From an optimization exercise on the open Yosys and OpenROAD flow, aimed at small area and a short achievable clock period; shortcuts taken in it are not production practice. Only simulation tests tie the RTL to the original design; equivalence was not proved.

## v6
Design timing_recovery_top, start of the top module:
module timing_recovery_top (
  input  logic               clk,
  input  logic               reset_n,
  input  logic [31:0]        sample_i,     
  output logic [31:0]        sym_o,        
  output logic               sym_valid_o,
  output logic [18:0]        err_o,        
  output logic signed [11:0] ctrl_o
);
  logic               sym_strobe;   
  logic               hp_load;       
  logic [18:0]        err;          
  logic signed [11:0] ctrl;         
  gardner_ted u_ted (
    .clk          (clk),
    .reset_n      (reset_n),
    .sample_i     (sample_i),
    .sym_strobe_i (sym_strobe),
    .hp_load_i     (hp_load),
    .err_o        (err),
    .sym_o        (sym_o),
    .sym_valid_o  (sym_valid_o)
  );
  loop_filter_pi u_lf (
    .clk     (clk),
    .reset_n (reset_n),
    .err_i   (err),
    .ctrl_o  (ctrl)
  );
  symbol_nco u_nco (
    .clk          (clk),
    .reset_n      (reset_n),
    .ctrl_i       (ctrl),
    .sym_strobe_o (sym_strobe),
    .hp_load_o     (hp_load)
  );
  assign err_o  = err;
  assign ctrl_o = ctrl;
endmodule
==> flow/config.mk <==
export PLATFORM = sky130hd
export DESIGN_NAME = timing_recovery_top
export DESIGN_NICKNAME = timing_recovery_top
export VERILOG_FILES = /design/flow/design.v
export SDC_FILE = /design/flow/constraint.sdc
export NUM_CORES = 4
export LEC_CHECK = 0
export CAP_MARGIN = 20
export CORE_MARGIN = 2
export CORE_UTILIZATION = 40
export SLEW_MARGIN = 20
==> flow/constraint.sdc <==
create_clock -name core_clock -period 12.0 [get_ports {clk}]
set_input_delay 2.4000 -clock core_clock [delete_from_list [all_inputs] [get_ports {clk}]]
set_output_delay 2.4000 -clock core_clock [all_outputs]
set_load 0.01 [all_outputs]
standard.sh (not shown) runs the stock make flow with config.mk's settings and CLKGATE_MAP_FILE= SYNTH_SCRIPT=/design/flow/synth_recipe.tcl, a recipe that flattens the netlist after the stock synthesis.
==> flow/flow/run.sh <==
#!/bin/bash
# The standard layout (the standard.sh) with these make settings: SETUP_SLACK_MARGIN=7
# (ADDER_MAP_FILE empty leaves adders to ABC instead of full/half-adder cells;
# registers are mapped as in the standard synthesis. SETUP_SLACK_MARGIN makes the
# timing repair aim for that much setup slack.)
set -euo pipefail
bash standard.sh SETUP_SLACK_MARGIN=7 finish > standard_flow.log 2>&1
v6 has completed all stages; timing, DRC and antenna checks passed.
diff inputs: v6 => v7
==> flow/flow/run.sh <==
#!/bin/bash
# The standard layout (the standard.sh, unchanged synthesis and steps) with
# two make settings: the timing repair steps aim for 6 ns of setup slack
# (SETUP_SLACK_MARGIN=6), and every input and output port still gets its own
# buffer, but a buf_1 rather than the default delay buffer (BUFFER_PORTS_ARGS);
# the repair steps resize the ones on critical paths. The make output goes to
# standard_flow.log; each ORFS step also keeps its own log under orfs/logs.
set -euo pipefail
bash standard.sh SETUP_SLACK_MARGIN=6 "BUFFER_PORTS_ARGS=-buffer_cell sky130_fd_sc_hd__buf_1" finish > standard_flow.log 2>&1
### Flow results
v7 reached the end of the flow, and the finished layout is clean on the timing, design-rule and antenna checks. Relative to v6, total area of multi-input combinational cells has decreased by about 10% in v7. Sort v7 and v6 by post-route cell area, descending, and v6 comes first. Compared with v6, in v7 maximum number of pins on one net before global-route repair decreased 2.9%; number of cells on the critical path increased 1; sum of negative setup slack essentially unchanged; setup slack decreased 0.041 ns. Between v7 and v6, it is v7 whose final critical-path share of the clock period is higher, by 0.34 points. From v6 to v7, core area did not move at all.

---

== north ==
timing_recovery_top, a different RTL version from the one above (not shown whole).
For scale: ~2,300 cells after synthesis, about 24,000 um2 of cells after synthesis.
==> flow/design.v (excerpt) <==
module timing_recovery_top (
  input  logic               clk,
  input  logic               reset_n,
  input  logic [31:0]        sample_i,     
  output logic [31:0]        sym_o,        
  output logic               sym_valid_o,
  output logic [18:0]        err_o,        
  output logic signed [11:0] ctrl_o
);
==> flow/config.mk <==
export PLATFORM = sky130hd
export DESIGN_NAME = timing_recovery_top
export DESIGN_NICKNAME = timing_recovery_top
export VERILOG_FILES = /design/flow/design.v
export SDC_FILE = /design/flow/constraint.sdc
export NUM_CORES = 4
export LEC_CHECK = 0
export CAP_MARGIN = 20
export CORE_MARGIN = 2
export CORE_UTILIZATION = 40
export CTS_CLUSTER_DIAMETER = 100
export CTS_CLUSTER_SIZE = 25
export SLEW_MARGIN = 20
==> flow/constraint.sdc <==
create_clock -name core_clock -period 12.0 [get_ports {clk}]
set_input_delay 2.4000 -clock core_clock [delete_from_list [all_inputs] [get_ports {clk}]]
set_output_delay 2.4000 -clock core_clock [all_outputs]
set_load 0.01 [all_outputs]
==> flow/flow/run.sh <==
#!/bin/bash
# The standard layout (the standard.sh, unchanged synthesis and steps) with
# two make settings: the timing repair steps aim for 6.4 ns of setup slack
# (SETUP_SLACK_MARGIN=6.4), and every input and output port still gets its own
# buffer, but a buf_1 rather than the default delay buffer (BUFFER_PORTS_ARGS);
# the repair steps resize the ones on critical paths. The make output goes to
# standard_flow.log; each ORFS step also keeps its own log under orfs/logs.
set -euo pipefail
bash standard.sh SETUP_SLACK_MARGIN=6.4 "BUFFER_PORTS_ARGS=-buffer_cell sky130_fd_sc_hd__buf_1" finish > standard_flow.log 2>&1
Having completed the whole flow, north delivered a layout that passed the timing, design-rule and antenna checks.
Modified inputs, south compared to north
-- flow/flow/run.sh --
<<< north, line 3
# two make settings: the timing repair steps aim for 6.4 ns of setup slack
# (SETUP_SLACK_MARGIN=6.4), and every input and output port still gets its own
>>> south, line 3
# two make settings: the timing repair steps aim for 6.6 ns of setup slack
# (SETUP_SLACK_MARGIN=6.6), and every input and output port still gets its own
<<< north, line 9
bash standard.sh SETUP_SLACK_MARGIN=6.4 "BUFFER_PORTS_ARGS=-buffer_cell sky130_fd_sc_hd__buf_1" finish > standard_flow.log 2>&1
>>> south, line 9
bash standard.sh SETUP_SLACK_MARGIN=6.6 "BUFFER_PORTS_ARGS=-buffer_cell sky130_fd_sc_hd__buf_1" finish > standard_flow.log 2>&1
## What came out
Going from north to south, total detailed-routing wirelength shrank by 5.7%; half-perimeter wire length after placement now sits lower. south: global routing usage on met2 lower than north. As far as worst-case clock buffer depth is concerned, south and north perform about the same.

---

## v18
Another version of the RTL of timing_recovery_top (not shown whole).
Size in the first run: about 430 flip-flops, roughly 98 I/O pins.
clock: 12.0 ns
lec_check: 0
abc_clock_period_in_ps: 4000
cap_margin: 20
core_margin: 2
core_utilization: 40
setup_slack_margin: 5
slew_margin: 20
run.sh (not shown) runs the stock make flow with config.mk's settings and CLKGATE_MAP_FILE= SYNTH_SCRIPT=/design/flow/synth_recipe.tcl, a recipe that flattens the netlist after the stock synthesis.
Stock flow here: none of the scripts above is used.
v18 finished all stages; the layout is clean.
Input-level comparison between v35 and v18:
Settings: SETUP_SLACK_MARGIN: 5 -> unset.
### Flow results
v35 gives more worst hold slack than v18 did. v35 has data arrival time of the critical path above what v18 had. v35: wire length of the first global-routing pass about 7% below v18. Reported for v18 and v35, average cell area after synthesis turned out identical to the last digit.

---

## old
Another version of the RTL of timing_recovery_top (not shown whole).
Size: about 2200 cells after synthesis, roughly 430 flip-flops, about 98 I/O pins, ~24000 um2 of cells after synthesis.
clock: 12.0 ns
lec_check: 0
cap_margin: 20
core_margin: 2
core_utilization: 40
cts_cluster_diameter: 120
cts_cluster_size: 30
slew_margin: 20
standard.sh (not shown) runs the stock make flow with config.mk's settings and CLKGATE_MAP_FILE= SYNTH_SCRIPT=/design/flow/synth_recipe.tcl, a recipe that flattens the netlist after the stock synthesis.
==> flow/flow/run.sh <==
#!/bin/bash
# The standard layout (the standard.sh, unchanged synthesis and steps) with
# two make settings: the timing repair steps aim for 6 ns of setup slack
# (SETUP_SLACK_MARGIN=6), and every input and output port still gets its own
# buffer, but a buf_1 rather than the default delay buffer (BUFFER_PORTS_ARGS);
# the repair steps resize the ones on critical paths. The make output goes to
# standard_flow.log; each ORFS step also keeps its own log under orfs/logs.
set -euo pipefail
bash standard.sh SETUP_SLACK_MARGIN=6 "BUFFER_PORTS_ARGS=-buffer_cell sky130_fd_sc_hd__buf_1" finish > standard_flow.log 2>&1
old | stages: all done | timing, DRC, antenna: all pass
### old -> new
- swapping 30 for 25 in CTS_CLUSTER_SIZE
- swapping 120 for 100 in CTS_CLUSTER_DIAMETER
Results
Compared with old, in new share of final layout cell area taken by clock buffers and inverters rose by 1.1 points, antenna cell count fell by 1, global-route wire length before repair rose by 820 um.

---

timing_recovery_top with an RTL version that a note above also has.
For scale: about 2300 cells after synthesis, ~430 flip-flops.
export LEC_CHECK = 0
export CAP_MARGIN = 20
export CORE_MARGIN = 2
export CORE_UTILIZATION = 40
export CTS_CLUSTER_DIAMETER = 80
export CTS_CLUSTER_SIZE = 30
export SLEW_MARGIN = 20
create_clock -name core_clock -period 12.0 [get_ports {clk}]
==> flow/flow/run.sh <==
#!/bin/bash
# The standard layout (the standard.sh, unchanged synthesis and steps) with
# two make settings: the timing repair steps aim for 6.6 ns of setup slack
# (SETUP_SLACK_MARGIN=6.6), and every input and output port still gets its own
# buffer, but a buf_1 rather than the default delay buffer (BUFFER_PORTS_ARGS);
# the repair steps resize the ones on critical paths. The make output goes to
# standard_flow.log; each ORFS step also keeps its own log under orfs/logs.
set -euo pipefail
bash standard.sh SETUP_SLACK_MARGIN=6.6 "BUFFER_PORTS_ARGS=-buffer_cell sky130_fd_sc_hd__buf_1" finish > standard_flow.log 2>&1
The first run completed without violations.
==> next run, changes <==
==> flow/flow/run.sh (replaced) <==
#!/bin/bash
# The standard layout (the standard.sh, unchanged synthesis and steps) with
# two make settings: the timing repair steps aim for 6.8 ns of setup slack
# (SETUP_SLACK_MARGIN=6.8), and every input and output port still gets its own
# buffer, but a buf_1 rather than the default delay buffer (BUFFER_PORTS_ARGS);
# the repair steps resize the ones on critical paths. The make output goes to
# standard_flow.log; each ORFS step also keeps its own log under orfs/logs.
set -euo pipefail
bash standard.sh SETUP_SLACK_MARGIN=6.8 "BUFFER_PORTS_ARGS=-buffer_cell sky130_fd_sc_hd__buf_1" finish > standard_flow.log 2>&1
CTS_CLUSTER_DIAMETER = 100   (was 80)
CTS_CLUSTER_SIZE = 25   (was 30)
Result:
- The changed run completed without violations
- setup slack gets worse by 14 ps
- clock skew fell by 19 ps
- global-route usage went up by 0.43 points
- via count increases slightly
- register-to-register slack gets worse by 190 ps
- cell area came out higher slightly
- utilization goes up by 0.88 points
- routed wire length rose by a few percent
- non-clock buffer count goes up by 39
==> next run, changes <==
==> flow/flow/run.sh (replaced) <==
#!/bin/bash
# The standard layout (the standard.sh, unchanged synthesis and steps) with
# two make settings: the timing repair steps aim for 6.6 ns of setup slack
# (SETUP_SLACK_MARGIN=6.6), and every input and output port still gets its own
# buffer, but a buf_1 rather than the default delay buffer (BUFFER_PORTS_ARGS);
# the repair steps resize the ones on critical paths. The make output goes to
# standard_flow.log; each ORFS step also keeps its own log under orfs/logs.
set -euo pipefail
bash standard.sh SETUP_SLACK_MARGIN=6.6 "BUFFER_PORTS_ARGS=-buffer_cell sky130_fd_sc_hd__buf_1" finish > standard_flow.log 2>&1
CTS_CLUSTER_DIAMETER = 70   (was 100)
CTS_CLUSTER_SIZE = 35   (was 25)
The new run produced a clean layout.
Utilization came out lower by 0.42 points.
Clock-buffer cell count came out higher by 1.
Cell count falls slightly.
Setup slack gets worse by 7.6 ps.
Synthesized cell count does not change.

-- re-timing with driven ports --
No port has a modelled driver above. Below, the same layouts with a new extraction and two added sets of constraints. Step 1: set_driving_cell puts a clkbuf_16 on clk and a buf_2 on each other input, an assumption about the parent block. Step 2 adds t to the input delays and takes it off the output delays; t is the mean of the earliest and latest rising clock arrival at the registers after step 1. Input paths then give back, and output paths get back, about the clock's delay inside the block. a / b / c = ideal / step 1 / step 2; a / b = the first two.
run | shift t [ns] | setup slack, ns | hold slack, ns
v6 | 0.646 | 6.210 / 6.244 / 5.598 | 0.321 / 0.321 / 0.321
v7 | 0.639 | 6.170 / 6.183 / 5.548 | 0.322 / 0.322 / 0.322
north | 0.645 | 6.492 / 6.452 / 5.874 | 0.322 / 0.322 / 0.322
south | 0.649 | 6.578 / 6.516 / 6.031 | 0.328 / 0.328 / 0.328
v18 | 0.624 | 3.349 / 3.353 / 2.729 | 0.308 / 0.308 / 0.308
v35 | 0.625 | 1.381 / 1.420 / 0.795 | 0.318 / 0.318 / 0.318
old | 0.617 | 6.125 / 6.160 / 5.543 | 0.329 / 0.329 / 0.329
new | 0.643 | 6.177 / 6.154 / 5.568 | 0.322 / 0.322 / 0.322
the first run of note 5 | 0.673 | 6.547 / 6.486 / 6.176 | 0.312 / 0.312 / 0.312
the second run of note 5 | 0.629 | 6.532 / 6.488 / 6.309 | 0.325 / 0.325 / 0.325
the third run of note 5 | 0.672 | 6.525 / 6.463 / 6.056 | 0.319 / 0.319 / 0.319
After both steps setup and hold are still met in every run listed. For v7, which loses most, drivers alone change the setup slack by +0.013 ns; drivers and shift together by -0.622 ns.
